Context: an optimization exercise on an open-source flow, tuned for small area, a short achievable clock period and few clock cycles per item. The choices shown serve that exercise and are no tape-out recipe.
At most, simulation tests tie the RTL to the original design; equivalence was not proved.
Only the layout flow was run in run 2; the RTL was not checked for function there.
Power figures rest on the tool's default switching activity, not on a simulated workload.

## flow/design.v (module list and top-level ports; edited modules follow where they fit)
// module scm_div2: 30 lines
// module scm_sq1: 336 lines
// module scm_sq2: 350 lines
// module scm_keep: 455 lines
// module sigma_clipped_mean_unit: 216 lines
module sigma_clipped_mean_unit (
    input  logic        i_clk,
    input  logic        i_rst_n,
    input  logic        s_axis_tvalid,
    output logic        s_axis_tready,
    input  logic [15:0] s_axis_tdata,    
    output logic        m_axis_tvalid,
    input  logic        m_axis_tready,
    output logic [31:0] m_axis_tdata     
);
  // ...
==> flow/flow/run.sh <==
#!/bin/bash
set -euo pipefail
MARGIN=6.5
EXTRA="SETUP_SLACK_MARGIN=${MARGIN} BUFFER_PORTS_ARGS=-buffer_cell\\\\ sky130_fd_sc_hd__buf_2"
sed "s|\"\${@:-finish}\"|${EXTRA} \"\${@:-finish}\"|" standard.sh > standard_tuned.sh
grep -q "SETUP_SLACK_MARGIN=${MARGIN}" standard_tuned.sh
bash standard_tuned.sh finish > flow_make.log 2>&1
==> flow/standard.sh <==
#!/bin/bash
# synth_recipe.tcl (not shown) runs the flow's synth.tcl, then flattens the netlist and writes it again
# the make line also repeats each setting of config.mk as NAME=value (left out here)
make -C /OpenROAD-flow-scripts/flow DESIGN_CONFIG=/design/flow/config.mk WORK_HOME=/design/flow/orfs CLKGATE_MAP_FILE= SYNTH_SCRIPT=/design/flow/synth_recipe.tcl "${@:-finish}"
==> flow/config.mk <==
export PLATFORM = sky130hd
export DESIGN_NAME = sigma_clipped_mean_unit
export DESIGN_NICKNAME = sigma_clipped_mean_unit
export VERILOG_FILES = /design/flow/design.v
export SDC_FILE = /design/flow/constraint.sdc
export NUM_CORES = 4
export LEC_CHECK = 0
export ABC_CLOCK_PERIOD_IN_PS = 3000
export CAP_MARGIN = 20
export CORE_MARGIN = 2
export CORE_UTILIZATION = 40
export SLEW_MARGIN = 20
==> flow/constraint.sdc <==
create_clock -name core_clock -period 10.0 [get_ports {i_clk}]
set_input_delay 2.0000 -clock core_clock [delete_from_list [all_inputs] [get_ports {i_clk}]]
set_output_delay 2.0000 -clock core_clock [all_outputs]
set_load 0.01 [all_outputs]
==> results.txt, run 1 <==
* Status: timing/DRC/antenna clean
* Max Cap Viol at 0
* Multi-input gate area at 17,000 µm²
* Ant. Diodes at 2
* Critical path launch point type: flop
* Comb_multi_in at 1,869
* Largest family of logic cells by synthesized area: adder cells
* Multi-input combinational area share at 0.418
* Vias in the first global route at 22.0k
* FF+latch count, synth at 761
* Worst EP required at 8.00 ns
* Max incr delay on CP at 0.53 ns
* Nets at 3,939
* WS Path Type: flop to primary output
* Initial core utilization at 0.402
* Worst skew pair latency at 0.65 ns
* Top Layer Used: met4
* P_sw at 0.00282 W
* Most flop-heavy register: r_x
* Hold Slack at 0.319 ns
* Seq. cell area at 16,600 µm²
* Clock buffer count from CTS at 79
* Pint at 0.00627 W
* Largest regs: r_x x304, r_tc x41
* ANT nets after route at 0
* Final cell area excluding filler cells at 40,500 µm²
Testbench counts, summed over its fixed seeds: cycles 3,528, items 192.
==> module sigma_clipped_mean_unit, before the edit <==
module sigma_clipped_mean_unit (
    input  logic        i_clk,
    input  logic        i_rst_n,
    input  logic        s_axis_tvalid,
    output logic        s_axis_tready,
    input  logic [15:0] s_axis_tdata,    
    output logic        m_axis_tvalid,
    input  logic        m_axis_tready,
    output logic [31:0] m_axis_tdata     
);
    localparam int TAIL = RING_LEN - 1;
    logic [RING_LEN-1:0][15:0] r_x;
    logic [RING_LEN-1:0]       r_v;       
    logic [RING_LEN-1:0]       r_p;       
    logic                      r_ev1;     
    logic                      r_ev2;     
    logic                      r_ev3;     
    logic                      r_keep;    
    logic [15:0]               r_xt;      
    logic                      r_ready;   
    logic                      r_ready_o; 
    logic [15:0]               r_xin;     
    logic                      r_full;    
    logic [3:0]                r_fill;
    logic                      r_lpar;    
    logic signed [SUM_BITS-1:0] r_s;
    logic [QSUM_BITS-1:0]      r_qs, r_qc;
    logic                      r_epar;    
    logic [4:0]                r_ecnt;    
    logic                      r_s2;      
    logic                      r_sp;      
    logic signed [SUM_BITS-1:0] r_sthr;
    logic [DEV_BITS-1:0]       r_d;
    logic [DSQ_BITS-1:0]       r_e2s, r_e2c;
    logic [DSQ_BITS-1:0]       r_ts, r_tc;   
    logic signed [SUM_BITS-1:0] r_ks;
    logic [4:0]                r_k;
    logic [4:0]                r_kcnt;
    logic                      r_busy, r_ovalid;
    logic [3:0]                r_dcnt;
    logic [3:0]                r_rem;
    logic [23:0]               r_quo;
    logic [4:0]                r_kd;
    logic [5:0]                r_kd3;     
    wire tail_rec = r_v[TAIL] & ~r_ev2;
    wire accept   = s_axis_tvalid & r_ready;
    assign s_axis_tready = r_ready_o;
    wire ready_nxt = ~(r_v[TAIL-1] & ~r_ev1) & ~full_nxt;
    wire div_idle = ~r_busy & ~r_ovalid;
    wire edone    = r_ecnt[4];
    wire launch   = r_full & edone & div_idle;
    wire full_nxt = (r_full & ~launch) | (accept & (r_fill == 4'd15));
    always_ff @(posedge i_clk) begin
        r_x   <= {r_x[RING_LEN-2:0], tail_rec ? r_x[TAIL] : s_axis_tdata};
        r_p   <= {r_p[RING_LEN-2:0], tail_rec ? r_p[TAIL] : r_lpar};
        r_xin <= accept ? s_axis_tdata : 16'd0;
        if (!i_rst_n) begin
            r_v       <= '0;
            r_ready   <= 1'b1;
            r_ready_o <= 1'b1;
        end else begin
            r_v       <= {r_v[RING_LEN-2:0], tail_rec | accept};
            r_ready   <= ready_nxt;
            r_ready_o <= ready_nxt;
        end
    end
    wire signed [SUM_BITS-1:0] s_next = r_s + SUM_BITS'($signed(r_xin));
    logic [QSUM_BITS-1:0] qs_next, qc_next;
    scm_sq1 u_sq1 (
        .i_x  (r_xin),
        .i_qs (r_qs),
        .i_qc (r_qc),
        .o_s  (qs_next),
        .o_c  (qc_next)
    );
    always_ff @(posedge i_clk) begin
        r_s  <= (launch || !i_rst_n) ? SUM_BITS'(0) : s_next;
        r_qs <= (r_s2 || !i_rst_n) ? QSUM_BITS'(0) : qs_next;
        r_qc <= (r_s2 || !i_rst_n) ? QSUM_BITS'(0) : qc_next;
        if (!i_rst_n) begin
            r_full <= 1'b0;
            r_fill <= '0;
            r_lpar <= 1'b0;
        end else begin
            r_full <= full_nxt;
            if (accept) begin
                r_fill <= r_fill + 1'b1;
            end
            if (launch) begin
                r_lpar <= ~r_lpar;
            end
        end
    end
    wire cons = r_v[TAP] & (r_p[TAP] == r_epar) & ~edone;
    wire signed [DEV_BITS-1:0] d_tap = {r_x[TAP][15], r_x[TAP], 4'b0000} - DEV_BITS'(r_sthr);
    logic [DSQ_BITS-1:0] e2s_next, e2c_next;
    scm_sq2 u_sq2 (
        .i_d (r_d),
        .o_s (e2s_next),
        .o_c (e2c_next)
    );
    logic [DSQ_BITS-1:0] t_u, t_v;
    logic                keep;      
    scm_keep u_keep (
        .i_ts   (r_ts),
        .i_tc   (r_tc),
        .i_e2s  (r_e2s),
        .i_e2c  (r_e2c),
        .o_u    (t_u),
        .o_v    (t_v),
        .o_keep (keep)
    );
    always_ff @(posedge i_clk) begin
        r_d   <= launch ? DEV_BITS'(s_next) : d_tap;
        r_e2s <= e2s_next;
        r_e2c <= e2c_next;
        if (launch) begin
            r_sthr <= s_next;
            r_epar <= r_lpar;
        end
        if (r_s2) begin
            r_ts <= {r_qs, 4'b0000};
            r_tc <= {r_qc, 4'b0000};
        end else if (r_sp) begin
            r_ts <= t_u;
            r_tc <= t_v;
        end
        if (!i_rst_n) begin
            r_ecnt <= 5'd16;
            r_ev1  <= 1'b0;
            r_ev2  <= 1'b0;
            r_s2   <= 1'b0;
            r_sp   <= 1'b0;
        end else begin
            r_ev1 <= cons;
            r_ev2 <= r_ev1;
            r_s2  <= launch;
            r_sp  <= r_s2;
            if (launch) begin
                r_ecnt <= '0;
            end else if (cons) begin
                r_ecnt <= r_ecnt + 1'b1;
            end
        end
    end
    wire xfer = r_kcnt[4] & div_idle;
    wire signed [SUM_BITS-1:0] ks_add = r_ks + SUM_BITS'($signed(r_xt));
    always_ff @(posedge i_clk) begin
        r_xt   <= r_x[TAIL];
        r_keep <= keep;
        if (!i_rst_n) begin
            r_ev3  <= 1'b0;
            r_ks   <= '0;
            r_k    <= '0;
            r_kcnt <= '0;
        end else begin
            r_ev3 <= r_ev2;
            if (xfer) begin
                r_ks   <= '0;
                r_k    <= '0;
                r_kcnt <= '0;
            end else if (r_ev3) begin
                r_kcnt <= r_kcnt + 1'b1;
                if (r_keep) begin
                    r_ks <= ks_add;
                    r_k  <= r_k + 1'b1;
                end
            end
        end
    end
    logic [3:0] rem_next;
    logic [1:0] quo_bits;
    wire        ks_neg   = r_ks[SUM_BITS-1];
    wire  [3:0] rem_init = r_ks[SUM_BITS-1:16] + (ks_neg ? r_k[3:0] : 4'd0);
    wire  [7:0] num_low  = ks_neg ? 8'(r_k - 1'b1) : 8'h00;
    scm_div2 u_div (
        .i_rem (r_rem),
        .i_num (r_quo[23:22]),
        .i_div (r_kd),
        .i_div3(r_kd3),
        .o_rem (rem_next),
        .o_quo (quo_bits)
    );
    always_ff @(posedge i_clk) begin
        if (xfer) begin
            r_rem <= rem_init;
            r_quo <= {r_ks[15:0], num_low};
            r_kd  <= r_k;
            r_kd3 <= {1'b0, r_k} + {r_k, 1'b0};
        end else if (r_busy) begin
            r_rem <= rem_next;
            r_quo <= {r_quo[21:0], quo_bits};
        end
        if (!i_rst_n) begin
            r_busy   <= 1'b0;
            r_ovalid <= 1'b0;
            r_dcnt   <= '0;
        end else begin
            if (xfer) begin
                r_busy <= 1'b1;
                r_dcnt <= '0;
            end else if (r_busy) begin
                r_dcnt <= r_dcnt + 1'b1;
                if (r_dcnt == 4'd11) begin
                    r_busy   <= 1'b0;
                    r_ovalid <= 1'b1;
                end
            end
            if (r_ovalid && m_axis_tready) begin
                r_ovalid <= 1'b0;
            end
        end
    end
    assign m_axis_tvalid = r_ovalid;
    assign m_axis_tdata  = {3'b000, r_kd, r_quo};
endmodule
==> inputs of run 2 (changes only) <==
--- a/flow/design.v
+++ b/flow/design.v
@@ -1348,18 +1348,26 @@
             end
         end
     end
-    logic [3:0] rem_next;
-    logic [1:0] quo_bits;
+    logic [3:0] rem_mid, rem_next;
+    logic [1:0] quo_hi, quo_lo;
     wire        ks_neg   = r_ks[SUM_BITS-1];
     wire  [3:0] rem_init = r_ks[SUM_BITS-1:16] + (ks_neg ? r_k[3:0] : 4'd0);
     wire  [7:0] num_low  = ks_neg ? 8'(r_k - 1'b1) : 8'h00;
-    scm_div2 u_div (
+    scm_div2 u_div_hi (
         .i_rem (r_rem),
         .i_num (r_quo[23:22]),
         .i_div (r_kd),
         .i_div3(r_kd3),
+        .o_rem (rem_mid),
+        .o_quo (quo_hi)
+    );
+    scm_div2 u_div_lo (
+        .i_rem (rem_mid),
+        .i_num (r_quo[21:20]),
+        .i_div (r_kd),
+        .i_div3(r_kd3),
         .o_rem (rem_next),
-        .o_quo (quo_bits)
+        .o_quo (quo_lo)
     );
     always_ff @(posedge i_clk) begin
         if (xfer) begin
@@ -1369,7 +1377,7 @@
             r_kd3 <= {1'b0, r_k} + {r_k, 1'b0};
         end else if (r_busy) begin
             r_rem <= rem_next;
-            r_quo <= {r_quo[21:0], quo_bits};
+            r_quo <= {r_quo[19:0], quo_hi, quo_lo};
         end
         if (!i_rst_n) begin
             r_busy   <= 1'b0;
@@ -1381,7 +1389,7 @@
                 r_dcnt <= '0;
             end else if (r_busy) begin
                 r_dcnt <= r_dcnt + 1'b1;
-                if (r_dcnt == 4'd11) begin
+                if (r_dcnt == 4'd5) begin
                     r_busy   <= 1'b0;
                     r_ovalid <= 1'b1;
                 end
==> results.txt, run 2 <==
* Total core area at 90,400 µm²
* Root buffer cell: clkbuf_16
* Placed insts at 4,501
* Synth cell types at 67
* Dpl cell area at 38,100 µm²
* Sequential share of power at 0.405
* Pre-antenna DRT Iters at 5
* Top cells by area, synth: dfxtp_1 (34%), fa_1 (20%), edfxtp_1 (11%)
* WS Path Type: flop to flop
* Crit path buffers/inverters at 2
* Clock buffer count from CTS at 78 (-1.3%)
* Drt initial violations at 1,273
* Post-synthesis cell area at 36,600 µm²
* Sw Ratio at 0.315
* ANT nets after route at 0 (unchanged)
* Clk slew on worst S/H paths at 0.06 ns
* FFs w/ async S/R, synth at 0
* Critical-path top delay cell: edfxtp_1
* Wire per inst at 16.6 µm
* Status: timing/DRC/antenna clean
* Compound-Gate Fraction of Synth Area at 0.0647
* Setup TNS at 0 ns
* Crit. End Element: flop
* Seq/Total Area, Yosys at 0.452
* EDFF count, synth at 133
* Dpl hpwl at 55,200 µm
* Largest regs: r_x x304, r_tc x41
* Worst skew pair latency at 0.66 ns (about the same)
* Fin. max-slew vios at 0
* Post-synthesis instance total at 3,367
* Clock tree buffer depth at 3
* Crit Path Max Fanout at 5
* Fin cells at 4,672
* Clock power frac at 0.331
* WP depth at 17
* Worst Hold Class: flop to flop
* CTS tree: built
* FF+latch count, synth at 761 (unchanged)
* Leakage at 18.4 nW
* Chip Width at 307 µm
* Die Y at 307 µm
* Actual slew at the worst max-slew pin at 1.04 ns
* WL final at 77,500 µm
* Hold Slack at 0.296 ns (-0.0235 ns)
* Detailed-route via count at 21.9k
* Commonest cells post-synth: dfxtp_1 (628), inv_1 (593), fa_1 (372)
* Most frequent cells in the layout: dfxtp_1 (596), inv_1 (586), fa_1 (370)
* Nets at 4,010 (+1.8%)
* WHS Path Cells at 0
* RSZ-0062 raised after global routing: true
* Worst endpoint data arrival time at 4.14 ns
* Relative slew slack at 0.305
* Global-route wire length before repair at 127,000 µm
* Layout cell share with drive strength beyond 1 at 0.0902
* Fin Clk Skew at 0.0618 ns
* Final Cycle Share at 0.376
* Max reg flops at 304
* Tot GR Track Use at 0.172
* Post-synthesis xor/xnor area fraction at 0.0194
* Adder-cell area share of the yosys netlist at 0.268
* Fmax at 266 MHz
* Final min period at 3.76 ns
* Area share of the largest cell type after synthesis at 0.343
* # hold bufs at CTS at 0
* Ys flop type: dfxtp_1
* Max incr delay on CP at 0.39 ns (-0.14 ns)
* Pint at 0.00618 W (-1.4%)
* Initial antenna violation count at 5
* DRC at 0
* Most common cell on crit path: o21a_1
* Mux cell area share after synthesis at 0.00718
* Layout area overhead at 12.6%
* Vias per cell at 4.69
* Share of total power in combinational logic at 0.265
* Mean Syn Cell Area at 10.9 µm²
* P_sw at 0.00284 W (+0.81%)
* Routability cong. at 0.812
* Die ar. at 94,000 µm²
* Final Setup Violations at 0
* Largest family of logic cells by synthesized area: adder cells
* Commonest non-fill, non-tap cell in the layout: dfxtp_1
* Cells along the critical path: inv_2 > ha_4 > inv_4 > fa_2 > a211oi_4 > o21ai_4 > a21oi_4 > mux2i_4 > ha_1 > nor2b_1 > o21a_1 > o21a_1 > o21a_1 > or2_4 > nand4bb_1 > nand3b_1 > a22oi_1
* FP Rows at 110
* Final cell area excluding filler cells at 41,200 µm² (+1.7%)
* CTS Sinks at 761
* Worst EP required at 10.38 ns (+2.38 ns)
* Max Cap Viol at 0 (unchanged)
* H-tree depth reported by CTS at 3
* Critical path launch point type: flop
* Peak supply drop at 0.183 mV
* Input/output buffers at 50
* Power density cells at 219 nW/µm²
* Fin. Hold Viols at 0
* Top Ports at 54
* Worst path top cell family by delay: compound AO/OA/AOI/OAI gates
* Yosys top cell by area: dfxtp_1
* Post-Synth Simple-Gate Area at 0.115
* Gr ovfl total at 0
* Most flop-heavy register: r_x
* Initial core utilization at 0.405 (+0.00253)
* Synthesis Warnings at 2
* Pin count of the biggest net entering global routing at 75
* Vias in the first global route at 23.1k (+4.9%)
* Most frequent cell after synthesis: dfxtp_1
* Register-to-Register Path Depth at 17
run 2: cell count changes after synthesis, moves of 8 or more:
cell      change
ha_1         +16
a21o_1       +13
a211oi_1     +11
nand2_1      -10
a21oi_1       -8
and3_1        +8
mux2i_1       -8
nor2_1        -8
o21a_1        +8
run 2: final timing paths:
check                            from                  to  slack [ns]
setup / recovery  r_quo[22]$_DFFE_PP_  r_rem[3]$_DFFE_PP_        6.24
hold / removal       r_x[193]$_DFF_P_    r_x[209]$_DFF_P_        0.30
setup reg to reg  r_quo[22]$_DFFE_PP_  r_rem[3]$_DFFE_PP_        6.24
hold reg to reg      r_x[193]$_DFF_P_    r_x[209]$_DFF_P_        0.30
run 2: kinds of logic (layout without fill, tap and decap cells):
group,Yosys count,count (layout)
simple gates,860,861
compound gates,372,372
flops,761,761
buf+inv,707,831
other cells,1,5
xor+xnor,81,81
mux,24,24
fa+ha+maj,561,561
run 2: layout make-up:
cell class	count	area [µm²]
Antenna cell	2	5.00
Clock buffer	115	2300
Clock inverter	30	418
Fill cell	8334	49200
Inverter	594	2250
Multi-Input combinational cell	1902	17600
Sequential cell	761	16600
Tap cell	1176	1470
Timing Repair Buffer	92	569
run 2: layer usage:
metal	GRT usage	vias to the layer above	routed length, µm
met4	0.0522	4	2000
met2	0.267	371	34300
met1	0.245	10800	37300
li1	-	10600	-
met5	0	-	24
met3	0.0304	126	3930
run 2: power by group through the flow:
stage | Sequential [W] | Clock [W] | Combinational (W)
final | 0.00365 | 0.00298 | 0.00239
after global routing | 0.00369 | 0.00319 | 0.00285
after CTS | 0.00366 | 0.00307 | 0.00240
after detailed placement | 0.00372 | 0 | 0.00236
after global placement | 0.00371 | 0 | 0.00231
after floorplan | 0.00361 | 0 | 0.00173
run 2: through the flow:
step / total power (W) / util / setup slack [ns]
detailed placement: 0.00608 / 0.422 / 6.02
CTS: 0.00914 / 0.454 / 6.23
floorplan: 0.00534 / - / 6.33
finish: 0.00903 / 0.456 / 6.24
global placement: 0.00603 / 0.422 / 6.13
global route: 0.00973 / 0.456 / 6.08
run 2: timing repair:
item | CTS | global route
pin swaps | 11 | 7
gates cloned | 1 | 0
hold endpoints to repair | 0 | 0
setup buffers | 14 | 9
resized for setup | 47 | 29
setup endpoints to repair | 44 | 22
==> inputs of run 3 (changes only) <==
--- a/flow/design.v
+++ b/flow/design.v
@@ -1198,8 +1198,6 @@
     logic                      r_keep;    
     logic [15:0]               r_xt;      
     logic                      r_ready;   
-    logic                      r_ready_o; 
-    logic [15:0]               r_xin;     
     logic                      r_full;    
     logic [3:0]                r_fill;
     logic                      r_lpar;    
@@ -1224,30 +1222,29 @@
     logic [5:0]                r_kd3;     
     wire tail_rec = r_v[TAIL] & ~r_ev2;
     wire accept   = s_axis_tvalid & r_ready;
-    assign s_axis_tready = r_ready_o;
-    wire ready_nxt = ~(r_v[TAIL-1] & ~r_ev1) & ~full_nxt;
+    assign s_axis_tready = r_ready;
     wire div_idle = ~r_busy & ~r_ovalid;
     wire edone    = r_ecnt[4];
     wire launch   = r_full & edone & div_idle;
     wire full_nxt = (r_full & ~launch) | (accept & (r_fill == 4'd15));
+    wire cons     = r_v[TAP] & (r_p[TAP] == r_epar) & ~edone;   
+    wire ready_nxt = ~(r_v[TAP] & ~cons) & ~full_nxt;
     always_ff @(posedge i_clk) begin
-        r_x   <= {r_x[RING_LEN-2:0], tail_rec ? r_x[TAIL] : s_axis_tdata};
-        r_p   <= {r_p[RING_LEN-2:0], tail_rec ? r_p[TAIL] : r_lpar};
-        r_xin <= accept ? s_axis_tdata : 16'd0;
+        r_x <= {r_x[RING_LEN-2:1], tail_rec ? r_x[TAIL] : r_x[0],
+                accept ? s_axis_tdata : 16'd0};
+        r_p <= {r_p[RING_LEN-2:1], tail_rec ? r_p[TAIL] : r_p[0], r_lpar};
         if (!i_rst_n) begin
-            r_v       <= '0;
-            r_ready   <= 1'b1;
-            r_ready_o <= 1'b1;
+            r_v     <= '0;
+            r_ready <= 1'b1;
         end else begin
-            r_v       <= {r_v[RING_LEN-2:0], tail_rec | accept};
-            r_ready   <= ready_nxt;
-            r_ready_o <= ready_nxt;
+            r_v     <= {r_v[RING_LEN-2:1], tail_rec | r_v[0], accept};
+            r_ready <= ready_nxt;
         end
     end
-    wire signed [SUM_BITS-1:0] s_next = r_s + SUM_BITS'($signed(r_xin));
+    wire signed [SUM_BITS-1:0] s_next = r_s + SUM_BITS'($signed(r_x[0]));
     logic [QSUM_BITS-1:0] qs_next, qc_next;
     scm_sq1 u_sq1 (
-        .i_x  (r_xin),
+        .i_x  (r_x[0]),
         .i_qs (r_qs),
         .i_qc (r_qc),
         .o_s  (qs_next),
@@ -1271,7 +1268,6 @@
             end
         end
     end
-    wire cons = r_v[TAP] & (r_p[TAP] == r_epar) & ~edone;
     wire signed [DEV_BITS-1:0] d_tap = {r_x[TAP][15], r_x[TAP], 4'b0000} - DEV_BITS'(r_sthr);
     logic [DSQ_BITS-1:0] e2s_next, e2c_next;
     scm_sq2 u_sq2 (
@@ -1348,26 +1344,18 @@
             end
         end
     end
-    logic [3:0] rem_mid, rem_next;
-    logic [1:0] quo_hi, quo_lo;
+    logic [3:0] rem_next;
+    logic [1:0] quo_bits;
     wire        ks_neg   = r_ks[SUM_BITS-1];
     wire  [3:0] rem_init = r_ks[SUM_BITS-1:16] + (ks_neg ? r_k[3:0] : 4'd0);
     wire  [7:0] num_low  = ks_neg ? 8'(r_k - 1'b1) : 8'h00;
-    scm_div2 u_div_hi (
+    scm_div2 u_div (
         .i_rem (r_rem),
         .i_num (r_quo[23:22]),
         .i_div (r_kd),
         .i_div3(r_kd3),
-        .o_rem (rem_mid),
-        .o_quo (quo_hi)
-    );
-    scm_div2 u_div_lo (
-        .i_rem (rem_mid),
-        .i_num (r_quo[21:20]),
-        .i_div (r_kd),
-        .i_div3(r_kd3),
         .o_rem (rem_next),
-        .o_quo (quo_lo)
+        .o_quo (quo_bits)
     );
     always_ff @(posedge i_clk) begin
         if (xfer) begin
@@ -1377,7 +1365,7 @@
             r_kd3 <= {1'b0, r_k} + {r_k, 1'b0};
         end else if (r_busy) begin
             r_rem <= rem_next;
-            r_quo <= {r_quo[19:0], quo_hi, quo_lo};
+            r_quo <= {r_quo[21:0], quo_bits};
         end
         if (!i_rst_n) begin
             r_busy   <= 1'b0;
@@ -1389,7 +1377,7 @@
                 r_dcnt <= '0;
             end else if (r_busy) begin
                 r_dcnt <= r_dcnt + 1'b1;
-                if (r_dcnt == 4'd5) begin
+                if (r_dcnt == 4'd11) begin
                     r_busy   <= 1'b0;
                     r_ovalid <= 1'b1;
                 end
==> flow/flow/run.sh (replaced) <==
#!/bin/bash
set -euo pipefail
MARGIN=7.5
EXTRA="SETUP_SLACK_MARGIN=${MARGIN} BUFFER_PORTS_ARGS=-buffer_cell\\\\ sky130_fd_sc_hd__buf_2"
sed "s|\"\${@:-finish}\"|${EXTRA} \"\${@:-finish}\"|" standard.sh > standard_tuned.sh
grep -q "SETUP_SLACK_MARGIN=${MARGIN}" standard_tuned.sh
bash standard_tuned.sh finish > flow_make.log 2>&1
==> results.txt, run 3 <==
* Die Y at 303 µm (-1.3%)
* Top Ports at 54 (unchanged)
* Clock tree buffer depth at 3 (unchanged)
* Mean Syn Cell Area at 10.9 µm² (about the same)
* Clock power frac at 0.317 (-0.014)
* Most flop-heavy register: r_x
* Setup TNS at 0 ns (unchanged)
* FF+latch count, synth at 745 (-2.1%)
* Status: timing/DRC/antenna clean
* Worst endpoint data arrival time at 1.25 ns (-2.89 ns)
* Gr ovfl total at 0 (unchanged)
* Post-synthesis cell area at 35,700 µm² (-2.6%)
* Fin. Hold Viols at 0 (unchanged)
* Sequential share of power at 0.375 (-0.030)
* Dpl cell area at 37,500 µm² (-1.6%)
* Fin cells at 4,830 (+3.4%)
* Most frequent cell after synthesis: dfxtp_1
* Detailed-route via count at 22.8k (+4.0%)
* Input/output buffers at 50 (unchanged)
* Critical path launch point type: flop
* Vias per cell at 4.72 (+0.64%)
* Root buffer cell: clkbuf_16
* Initial core utilization at 0.403 (-0.00157)
* Die ar. at 91,500 µm² (-2.6%)
* WS Path Type: flop to primary output
* Setup WS pre-CTS at 6.37 ns (+0.348 ns)
* Largest regs: r_x x304, r_tc x41
* Max incr delay on CP at 0.43 ns (+0.04 ns)
* Max reg flops at 304 (unchanged)
* Relative slew slack at 0.347 (+0.0417)
* Crit Path Max Fanout at 2 (-3)
* ANT nets after route at 0 (unchanged)
* Seq/Total Area, Yosys at 0.456 (+0.00330)
* RSZ-0062 raised after global routing: true
* Share of total power in combinational logic at 0.308 (+0.043)
* Worst setup margin at 6.75 ns (+0.516 ns)
* Placed insts at 4,395 (-2.4%)
* Synth cell types at 68 (+1.5%)
* Ys flop type: dfxtp_1
* Power density cells at 213 nW/µm² (-2.7%)
* Layout area overhead at 25.5%
* Final min period at 3.25 ns (-0.516 ns)
* Top cells by area, synth: dfxtp_1 (34%), fa_1 (21%), edfxtp_1 (11%)
* Total core area at 88,400 µm² (-2.3%)
* Final Cycle Share at 0.325 (-0.0516)
* Most frequent cells in the layout: dfxtp_1 (569), inv_1 (471), nand2_1 (302)
* Actual slew at the worst max-slew pin at 0.980 ns (-0.0626 ns)
* Commonest non-fill, non-tap cell in the layout: dfxtp_1
* Final cell area excluding filler cells at 44,700 µm² (+8.5%)
* Fin. max-slew vios at 0 (unchanged)
* Wire per inst at 17.5 µm (+5.6%)
* Clock buffer count from CTS at 76 (-2.6%)
* FFs w/ async S/R, synth at 0 (unchanged)
* Critical-path top delay cell: edfxtp_1
* Area share of the largest cell type after synthesis at 0.344 (about the same)
* Worst path top cell family by delay: flip-flops
* Clk slew on worst S/H paths at 0.07 ns (about the same)
* Worst EP required at 8.00 ns (-2.38 ns)
* Commonest cells post-synth: dfxtp_1 (612), inv_1 (593), fa_1 (369)
* Max Cap Viol at 0 (unchanged)
* Post-synthesis instance total at 3,281 (-2.6%)
* Crit path buffers/inverters at 1 (-1)
* H-tree depth reported by CTS at 3 (unchanged)
* EDFF count, synth at 133 (unchanged)
* Drt initial violations at 1,107 (-13%)
* # hold bufs at CTS at 0 (unchanged)
* Worst Hold Class: flop to flop
* Nets at 4,165 (+3.9%)
* FP Rows at 109 (-0.91%)
* Global-route wire length before repair at 133,000 µm (+4.7%)
* CTS tree: built
* Reg-to-reg slack, setup at 6.84 ns (+0.60 ns)
* Pint at 0.00650 W (+5.1%)
* Worst skew pair latency at 0.65 ns (about the same)
* Chip Width at 303 µm (-1.3%)
* WL final at 84,600 µm (+9.2%)
* Fmax at 308 MHz (+16%)
* Final Setup Violations at 0 (unchanged)
* Tot GR Track Use at 0.188 (+0.0162)
* P_sw at 0.00303 W (+6.5%)
* CTS Sinks at 745 (-2.1%)
* Routability cong. at 0.820 (+1.0%)
* Synthesis Warnings at 2 (unchanged)
* Leakage at 19.7 nW (+6.6%)
* Yosys top cell by area: dfxtp_1
* Pin count of the biggest net entering global routing at 68 (-9.3%)
* DRC at 0 (unchanged)
* Cells along the critical path: buf_2
* Vias in the first global route at 23.7k (+2.6%)
* Ant. Diodes at 0 (-2)
* Layout cell share with drive strength beyond 1 at 0.291 (+0.201)
* Fin Clk Skew at 0.0479 ns (-0.0139 ns)
* Hold Slack at 0.319 ns (+0.0233 ns)
* Initial antenna violation count at 1 (-4)
* Pre-antenna DRT Iters at 5 (unchanged)
* Sw Ratio at 0.318 (+0.00292)
* Peak supply drop at 0.170 mV (-6.7%)
* Dpl hpwl at 53,200 µm (-3.5%)
* Crit. End Element: primary output
run 3: changes by cell type after synthesis, sizes merged, moves of 7 or more:
cell and change:
nand3 -8, ha -16, mux2i +9, dfxtp -16
a21oi -7, a211oi -17, o21bai -8, o211ai -7
o21a -7, nor2 +10
run 3: cell type report:
class | instances | area (µm²)
clock buffers | 99 | 2190
repair inverters | 1 | 7.51
clock inverters | 41 | 573
well taps | 1165 | 1460
inverters | 593 | 2290
flip-flops and latches | 745 | 16400
multi-input cells | 1832 | 18600
repair buffers | 354 | 3190
fillers | 7711 | 43600
run 3: repair_timing:
action | CTS | global route
gates resized for setup | 405 | 221
pin swaps | 138 | 136
cloned | 2 | 1
hold endpoints to repair | 0 | 0
setup buffers | 221 | 71
setup endpoints to repair | 179 | 242
run 3: worst paths after layout:
kind | start | to | depth (start not counted)
hold / removal | r_x[106]$_DFF_P_ | r_x[122]$_DFF_P_ | 0
setup / recovery | r_kd[4]$_DFFE_PP_ | m_axis_tdata[28] | 1
setup reg to reg | r_x[4]$_SDFF_PN0_ | r_qc[18]$_SDFF_PP0_ | 10
hold reg to reg | r_x[106]$_DFF_P_ | r_x[122]$_DFF_P_ | 0
run 3: power groups by stage:
stage	Combinational, W	Sequential, W	Clock [W]
2_1_floorplan	0.00179	0.00355	0
3_3_place_gp	0.00230	0.00368	0
3_5_place_dp	0.00233	0.00368	0
4_1_cts	0.00274	0.00358	0.00309
5_1_grt	0.00337	0.00361	0.00321
6_report	0.00293	0.00357	0.00302
run 3: layer usage:
| layer | up-vias | track usage | wire (µm) |
|---|---|---|---|
| li1 | 10800 | - | - |
| met4 | 0 | 0.0738 | 3100 |
| met5 | - | 0 | 0 |
| met2 | 511 | 0.305 | 39300 |
| met1 | 11400 | 0.254 | 37900 |
| met3 | 151 | 0.0286 | 4220 |
run 3: kinds of logic (layout without fill, tap and decap cells):
group | after synthesis | in the layout | synth area share
AO/OA/AOI/OAI | 328 | 328 | 0.0572
flip-flops | 745 | 745 | 0.456
AND/OR/NAND/NOR | 851 | 851 | 0.116
buffers and inverters | 706 | 1088 | 0.0748
other | 1 | 3 | 0.000105
adder cells (fa/ha/maj) | 542 | 542 | 0.268
multiplexers | 27 | 27 | 0.00800
XOR/XNOR | 81 | 81 | 0.0199
run 3: per-stage QoR:
| step | util | total power, W |
|---|---|---|
| finish | 0.506 | 0.00952 |
| CTS | 0.492 | 0.00941 |
| global route | 0.506 | 0.0102 |
| floorplan | - | 0.00533 |
| global placement | 0.425 | 0.00597 |
| detailed placement | 0.425 | 0.00601 |
Testbench counts of run 3, summed over its fixed seeds: cycles 3,528, items 192.
==> inputs of run 4 (changes only) <==
==> flow/flow/run.sh (replaced) <==
#!/bin/bash
set -euo pipefail
MARGIN=6.5
EXTRA="SETUP_SLACK_MARGIN=${MARGIN} BUFFER_PORTS_ARGS=-buffer_cell\\\\ sky130_fd_sc_hd__buf_2"
sed "s|\"\${@:-finish}\"|${EXTRA} \"\${@:-finish}\"|" standard.sh > standard_tuned.sh
grep -q "SETUP_SLACK_MARGIN=${MARGIN}" standard_tuned.sh
bash standard_tuned.sh finish > flow_make.log 2>&1
==> results.txt, run 4 <==
* Status: timing/DRC/antenna clean
* Commonest cells post-synth: dfxtp_1 (612), inv_1 (593), fa_1 (369)
* Final Cycle Share at 0.344 (+0.0189)
* Power, Total at 0.00894 W (-6.2%)
* Final min period at 3.44 ns (+0.189 ns)
* Vias in the first global route at 21.9k (-7.7%)
* Peak supply drop at 0.179 mV (+4.7%)
* ANT nets after route at 0 (unchanged)
* Worst endpoint data arrival time at 1.44 ns (+0.19 ns)
* Top Ports at 54 (unchanged)
* Initial core utilization at 0.403 (unchanged)
* Pre-antenna DRT Iters at 7 (+2)
* Clock buffer count from CTS at 79 (+3.9%)
* Post-synthesis instance total at 3,281 (unchanged)
* Post-synthesis cell area at 35,700 µm² (unchanged)
* Synthesis Warnings at 2 (unchanged)
* Nets at 3,889 (-6.6%)
* Fin Clk Skew at 0.0539 ns (+0.00604 ns)
* Dpl hpwl at 55,400 µm (+4.0%)
* Worst skew pair latency at 0.65 ns (about the same)
* Root buffer cell: clkbuf_16
* Area share of the largest cell type after synthesis at 0.344 (unchanged)
* Gr ovfl total at 0 (unchanged)
* Most frequent cells in the layout: inv_1 (590), dfxtp_1 (581), fa_1 (369)
* WL final at 76,100 µm (-10%)
* Seq/Total Area, Yosys at 0.456 (unchanged)
* Wire per inst at 16.7 µm (-4.7%)
* Fin. max-slew vios at 0 (unchanged)
* Met2 usage at 0.261 (-0.0441)
* Worst EP required at 8.00 ns (about the same)
* Fmax at 291 MHz (-5.5%)
* FFs w/ async S/R, synth at 0 (unchanged)
* Relative slew slack at 0.237 (-0.110)
* Mux cell area share after synthesis at 0.00800 (unchanged)
* Post-Synth Simple-Gate Area at 0.116 (unchanged)
* Crit. End Element: primary output
* Max Cap Viol at 0 (unchanged)
* Compound-Gate Fraction of Synth Area at 0.0572 (unchanged)
* H-tree depth reported by CTS at 3 (unchanged)
* Most flop-heavy register: r_x
* Layout area overhead at 11.9%
* Detailed-route via count at 21.2k (-6.9%)
* Actual slew at the worst max-slew pin at 1.14 ns (+0.162 ns)
* Critical path launch point type: flop
* Chip Width at 303 µm (unchanged)
* Register-to-Register Path Depth at 10 (unchanged)
* Setup TNS at 0 ns (unchanged)
* Synth cell types at 68 (unchanged)
* WHS Path Cells at 0 (unchanged)
* Adder-cell area share of the yosys netlist at 0.268 (unchanged)
* FF+latch count, synth at 745 (unchanged)
* WS Path Type: flop to primary output
* # hold bufs at CTS at 0 (unchanged)
* GR peak layer: met2
* Die ar. at 91,500 µm² (unchanged)
* Pin count of the biggest net entering global routing at 75 (+10%)
* Leakage at 18.0 nW (-8.4%)
* Met1 GRT Util at 0.254 (-0.000487)
* Total core area at 88,400 µm² (unchanged)
* Global-route wire length before repair at 123,000 µm (-7.3%)
* Crit Path Max Fanout at 19 (+17)
* Largest family of logic cells by synthesized area: adder cells
* Worst Hold Class: flop to flop
* Post-synthesis xor/xnor area fraction at 0.0199 (unchanged)
* Largest regs: r_x x304, r_tc x41
* Fin cells at 4,557 (-5.7%)
* Max reg flops at 304 (unchanged)
* Ys flop type: dfxtp_1
* FP Rows at 109 (unchanged)
* RSZ-0062 raised after global routing: true
* Initial antenna violation count at 3 (+2)
* DRC at 0 (unchanged)
* Drt initial violations at 1,180 (+6.6%)
* Most frequent cell after synthesis: dfxtp_1
* Vias per cell at 4.66 (-1.3%)
* Yosys top cell by area: dfxtp_1
* Mean Syn Cell Area at 10.9 µm² (unchanged)
* Routability cong. at 0.848 (+3.4%)
* Power density cells at 224 nW/µm² (+5.2%)
* Tot GR Track Use at 0.174 (-0.0138)
* Clock tree buffer depth at 3 (unchanged)
* Final Setup Violations at 0 (unchanged)
* CTS tree: built
* Met3 Resource Use GR at 0.0367 (+0.00802)
* Placed insts at 4,406 (+0.25%)
* Layout cell share with drive strength beyond 1 at 0.0770 (-0.214)
* Commonest non-fill, non-tap cell in the layout: inv_1
* Final core occ at 0.452 (-0.0547)
* EDFF count, synth at 133 (unchanged)
* Die Y at 303 µm (unchanged)
* Input/output buffers at 50 (unchanged)
* Clk slew on worst S/H paths at 0.06 ns (about the same)
* CTS Sinks at 745 (unchanged)
* Fin. Hold Viols at 0 (unchanged)
* Top cells by area, synth: dfxtp_1 (34%), fa_1 (21%), edfxtp_1 (11%)
## run 4: area by class of cell
| cell class | count | area (µm²) |
|---|---|---|
| repair buffers | 76 | 445 |
| clock buffers | 116 | 2280 |
| fillers | 8320 | 48500 |
| well taps | 1165 | 1460 |
| inverters | 593 | 2240 |
| clock inverters | 29 | 414 |
| flip-flops and latches | 745 | 16300 |
| multi-input cells | 1832 | 16800 |
| diodes | 1 | 2.50 |
## run 4: timing repair
item,in CTS,in global routing
setup endpoints to repair,22,20
setup buffers,0,5
resized for setup,25,13
cloned,0,0
## run 4: layer usage
metal,wire length (µm),part of all wire
met5,0,0
met2,33400,0.44
met1,36100,0.47
met4,1780,0.023
met3,4790,0.063
## run 4: through the flow
step / hold slack [ns] / cell area [µm²] / worst slack [ns]
floorplan: 0.310 / 35700 / 6.70
global placement: 0.309 / 37100 / 6.36
detailed placement: 0.312 / 37100 / 6.30
CTS: 0.277 / 39800 / 6.51
global route: 0.285 / 39900 / 6.48
finish: 0.287 / 39900 / 6.56
## run 4: worst max-delay path: stages (launching register included)
cell and delay, ns:
dfxtp_1 0.32, buf_4 0.26, buf_2 0.19
## run 4: path summary, 6_finish.rpt
| kind | slack, ns | startpoint | endpoint |
|---|---|---|---|
| hold reg to reg | 0.29 | r_x[83]$_DFF_P_ | r_x[99]$_DFF_P_ |
| setup / recovery | 6.56 | r_ready$_SDFF_PN1_ | s_axis_tready |
| hold / removal | 0.29 | r_x[83]$_DFF_P_ | r_x[99]$_DFF_P_ |
| setup reg to reg | 6.65 | r_d[12]$_DFF_P_ | r_e2c[25]$_DFF_P_ |
## run 4: logic make-up (layout without fill, tap and decap cells)
kind of cell / count (synthesis) / in the layout
other: 1 / 4
multiplexers: 27 / 27
AO/OA/AOI/OAI: 328 / 328
buffers and inverters: 706 / 814
AND/OR/NAND/NOR: 851 / 851
XOR/XNOR: 81 / 81
flip-flops: 745 / 745
adder cells (fa/ha/maj): 542 / 542
## run 4: power by group
part	internal (W)	switching [W]	leakage, nW
logic	0.00103	0.00133	10.4
registers	0.00337	0.000239	6.30
clock network	0.00174	0.00123	1.31
==> inputs of run 5 (changes only) <==
--- a/flow/config.mk
+++ b/flow/config.mk
@@ -8,5 +8,6 @@
 export ABC_CLOCK_PERIOD_IN_PS = 3000
 export CAP_MARGIN = 20
 export CORE_MARGIN = 2
-export CORE_UTILIZATION = 40
+export CORE_UTILIZATION = 60
+export CTS_BUF_LIST = sky130_fd_sc_hd__clkbuf_4 sky130_fd_sc_hd__clkbuf_8
 export SLEW_MARGIN = 20
==> results.txt, run 5 <==
* Global-route wire length before repair at 122,000 µm (-1.1%)
* Most frequent cells in the layout: inv_1 (587), dfxtp_1 (582), fa_1 (369)
* Critical path launch point type: flop
* Dpl cell area at 36,600 µm² (-1.4%)
* Most flop-heavy register: r_x
* Gr ovfl total at 0 (unchanged)
* EDFF count, synth at 133 (unchanged)
* WL final at 74,800 µm (-1.7%)
* Wire per inst at 17.6 µm (+5.7%)
* Power, Total at 0.00880 W (-1.5%)
* Top cells by area, synth: dfxtp_1 (34%), fa_1 (21%), edfxtp_1 (11%)
* Sw Ratio at 0.309 (-0.00450)
* Final min period at 3.41 ns (-0.0297 ns)
* Fmax at 294 MHz (+0.87%)
* Worst EP required at 8.00 ns (about the same)
* Pint at 0.00608 W (-0.87%)
* Layout area overhead at 10.9%
* Area share of the largest cell type after synthesis at 0.344 (unchanged)
* Status: timing/DRC/antenna clean
* Seq/Total Area, Yosys at 0.456 (unchanged)
* Vias in the first global route at 23.6k (+7.8%)
* Final cell area excluding filler cells at 39,500 µm² (-0.95%)
* Root buffer cell: clkbuf_8
* Nets at 3,924 (+0.90%)
* Commonest non-fill, non-tap cell in the layout: inv_1
* Routability cong. at 0.873 (+3.0%)
* Final Cycle Share at 0.341 (-0.00297)
* Mean Syn Cell Area at 10.9 µm² (unchanged)
* Dpl hpwl at 54,500 µm (-1.5%)
* Clock tree buffer depth at 3 (unchanged)
* Chip Width at 248 µm (-18%)
* Pre-antenna DRT Iters at 5 (-2)
* FFs w/ async S/R, synth at 0 (unchanged)
* Relative slew slack at 0.302 (+0.0652)
* Worst path top cell family by delay: flip-flops
* Fin. Hold Viols at 0 (unchanged)
* Final core occ at 0.671 (+0.219)
* Initial core utilization at 0.605 (+0.202)
* Max reg flops at 304 (unchanged)
* Crit path from: r_ready$_SDFF_PN1_
* Top Ports at 54 (unchanged)
* Clock buffer count from CTS at 115 (+46%)
* H-tree depth reported by CTS at 3 (unchanged)
* Hold path startpoint: r_x[62]$_DFF_P_
* Crit. End Element: primary output
* Worst R2R Start: r_d[20]$_DFF_P_
* Fin. max-slew vios at 0 (unchanged)
* WS Path Type: flop to primary output
* Die Y at 248 µm (-18%)
* R2r endpoint: r_e2c[23]$_DFF_P_
* Input/output buffers at 50 (unchanged)
* Synthesis Warnings at 2 (unchanged)
* Final Setup Violations at 0 (unchanged)
* Worst endpoint data arrival time at 1.41 ns (-0.03 ns)
* Post-synthesis instance total at 3,281 (unchanged)
* Detailed-route via count at 21.8k (+2.6%)
* Synth cell types at 68 (unchanged)
* WHS Path Cells at 0 (unchanged)
* CTS Sinks at 745 (unchanged)
* Leakage at 18.2 nW (+0.86%)
* Setup WS pre-CTS at 5.95 ns (-0.351 ns)
* Sequential share of power at 0.407 (+0.003)
* P_sw at 0.00272 W (-2.9%)
* Clock power frac at 0.330 (-0.002)
* Commonest cells post-synth: dfxtp_1 (612), inv_1 (593), fa_1 (369)
* Worst skew pair latency at 0.75 ns (+0.10 ns)
* Worst Hold Class: flop to flop
* Register-to-Register Path Depth at 8 (-2)
* Clk slew on worst S/H paths at 0.06 ns (about the same)
* Actual slew at the worst max-slew pin at 1.05 ns (-0.0955 ns)
* # hold bufs at CTS at 0 (unchanged)
* FP Rows at 89 (-18%)
* Ys flop type: dfxtp_1
* Pin count of the biggest net entering global routing at 75 (unchanged)
* Yosys top cell by area: dfxtp_1
* ANT nets after route at 0 (unchanged)
* Total core area at 58,900 µm² (-33%)
* Max Cap Viol at 0 (unchanged)
* Setup TNS at 0 ns (unchanged)
* Power density cells at 223 nW/µm² (-0.57%)
* Largest regs: r_x x304, r_tc x41
* Reg-to-reg slack, setup at 6.63 ns (-0.02 ns)
* FF+latch count, synth at 745 (unchanged)
* Crit Path Max Fanout at 19 (unchanged)
* Peak supply drop at 0.207 mV (+16%)
* Tot GR Track Use at 0.256 (+0.0822)
* Vias per cell at 5.14 (+10%)
* CTS tree: built
* Worst Hold End: r_x[78]$_DFF_P_
* Max incr delay on CP at 0.48 ns (+0.16 ns)
* DRC at 0 (unchanged)
* Layout cell share with drive strength beyond 1 at 0.105 (+0.0276)
* Share of total power in combinational logic at 0.263 (about the same)
* Crit path buffers/inverters at 1 (-1)
* Cells along the critical path: buf_2
* Drt initial violations at 983 (-17%)
* Initial antenna violation count at 1 (-2)
* Fin Clk Skew at 0.0512 ns (-0.00270 ns)
* Critical-path top delay cell: dfxtp_2
* Worst setup margin at 6.59 ns (+0.0297 ns)
* Most frequent cell after synthesis: dfxtp_1
* RSZ-0062 raised after global routing: true
* Post-synthesis cell area at 35,700 µm² (unchanged)
* Die ar. at 61,400 µm² (-33%)
-- run 5: worst max path at each step --
stage / depth (start not counted) / to / slack (ns)
after detailed placement: 5 / r_ks[17]$_SDFFE_PP0P_ / 5.95
after global routing: 11 / r_qc[19]$_SDFF_PP0_ / 6.49
final: 1 / s_axis_tready / 6.59
after floorplan: 11 / r_qc[16]$_SDFF_PP0_ / 6.70
after global placement: 5 / r_ks[17]$_SDFFE_PP0P_ / 6.05
after CTS: 11 / r_qc[19]$_SDFF_PP0_ / 6.46
-- run 5: cells by family after synthesis --
logic type / count (synthesis) / synth area share
fa+ha+maj: 542 / 0.268
xor+xnor: 81 / 0.0199
mux: 27 / 0.00800
simple gates: 851 / 0.116
buf+inv: 706 / 0.0748
flops: 745 / 0.456
other cells: 1 / 0.000105
compound gates: 328 / 0.0572
-- run 5: timing repair --
| action | in CTS | in global routing |
|---|---|---|
| gates resized for setup | 29 | 18 |
| setup endpoints to repair | 33 | 28 |
| setup buffers | 5 | 2 |
-- run 5: cell type report --
type	count	area, µm²
fill	4582	19400
multi-input combinational	1832	16800
sequential	745	16300
clock buffer	180	2260
inverter	593	2240
tap	773	967
clock inverter	37	500
timing repair buffer	75	450
antenna	3	7.51
-- run 5: through the flow --
stage,instances,hold WS [ns]
2_1_floorplan,3283,0.310
3_3_place_gp,4010,0.310
3_5_place_dp,4010,0.312
4_1_cts,4232,0.309
5_1_grt,4236,0.317
6_report,4238,0.307
-- run 5: layer usage --
layer,share of wire,routed length [µm],up-vias,global-route usage
li1,-,-,10300,-
met1,0.44,33000,10800,0.344
met2,0.47,35200,497,0.414
met3,0.050,3740,152,0.0463
met4,0.037,2780,0,0.106
met5,0,0,-,0
-- run 5: power groups by stage --
stage | registers (W) | logic [W] | clock network [W]
floorplan | 0.00354 | 0.00170 | 0
global placement | 0.00365 | 0.00227 | 0
detailed placement | 0.00365 | 0.00233 | 0
CTS | 0.00359 | 0.00236 | 0.00297
global route | 0.00361 | 0.00274 | 0.00311
finish | 0.00358 | 0.00231 | 0.00291

## port drivers added, routing unchanged
The flow's constraints put no driver on any port. The routed layouts listed below were extracted and timed again, unchanged, in two steps.
Step 1 assumes that a clkbuf_16 drives the clock port and a buf_2 every other input.
Step 2 adds t to the input delays and takes it off the output delays; t is the mean of the earliest and latest rising clock arrival at the registers after step 1. Input paths then give back, and output paths get back, about the clock's delay inside the block.
Slacks: no drivers / after step 1 / after step 2; pairs: no drivers / after step 1.
run | shift t [ns] | setup slack, ns | hold WS [ns] | slew at the worst register clock pin (ns)
run 1 | 0.698 | 6.592 / 6.528 / 6.273 | 0.319 / 0.319 / 0.319 | 0.07 / 0.07
run 2 | 0.698 | 6.238 / 6.238 / 6.238 | 0.296 / 0.296 / 0.296 | 0.07 / 0.07
run 3 | 0.691 | 6.754 / 6.689 / 6.837 | 0.319 / 0.319 / 0.319 | 0.07 / 0.07
run 4 | 0.684 | 6.564 / 6.501 / 6.410 | 0.287 / 0.287 / 0.287 | 0.07 / 0.07
run 5 | 0.786 | 6.594 / 6.526 / 6.342 | 0.307 / 0.307 / 0.307 | 0.07 / 0.07
After both steps every run listed still meets setup and hold. The setup slack of run 1, which loses most, moves by -0.064 ns with the drivers and by -0.319 ns with both steps.
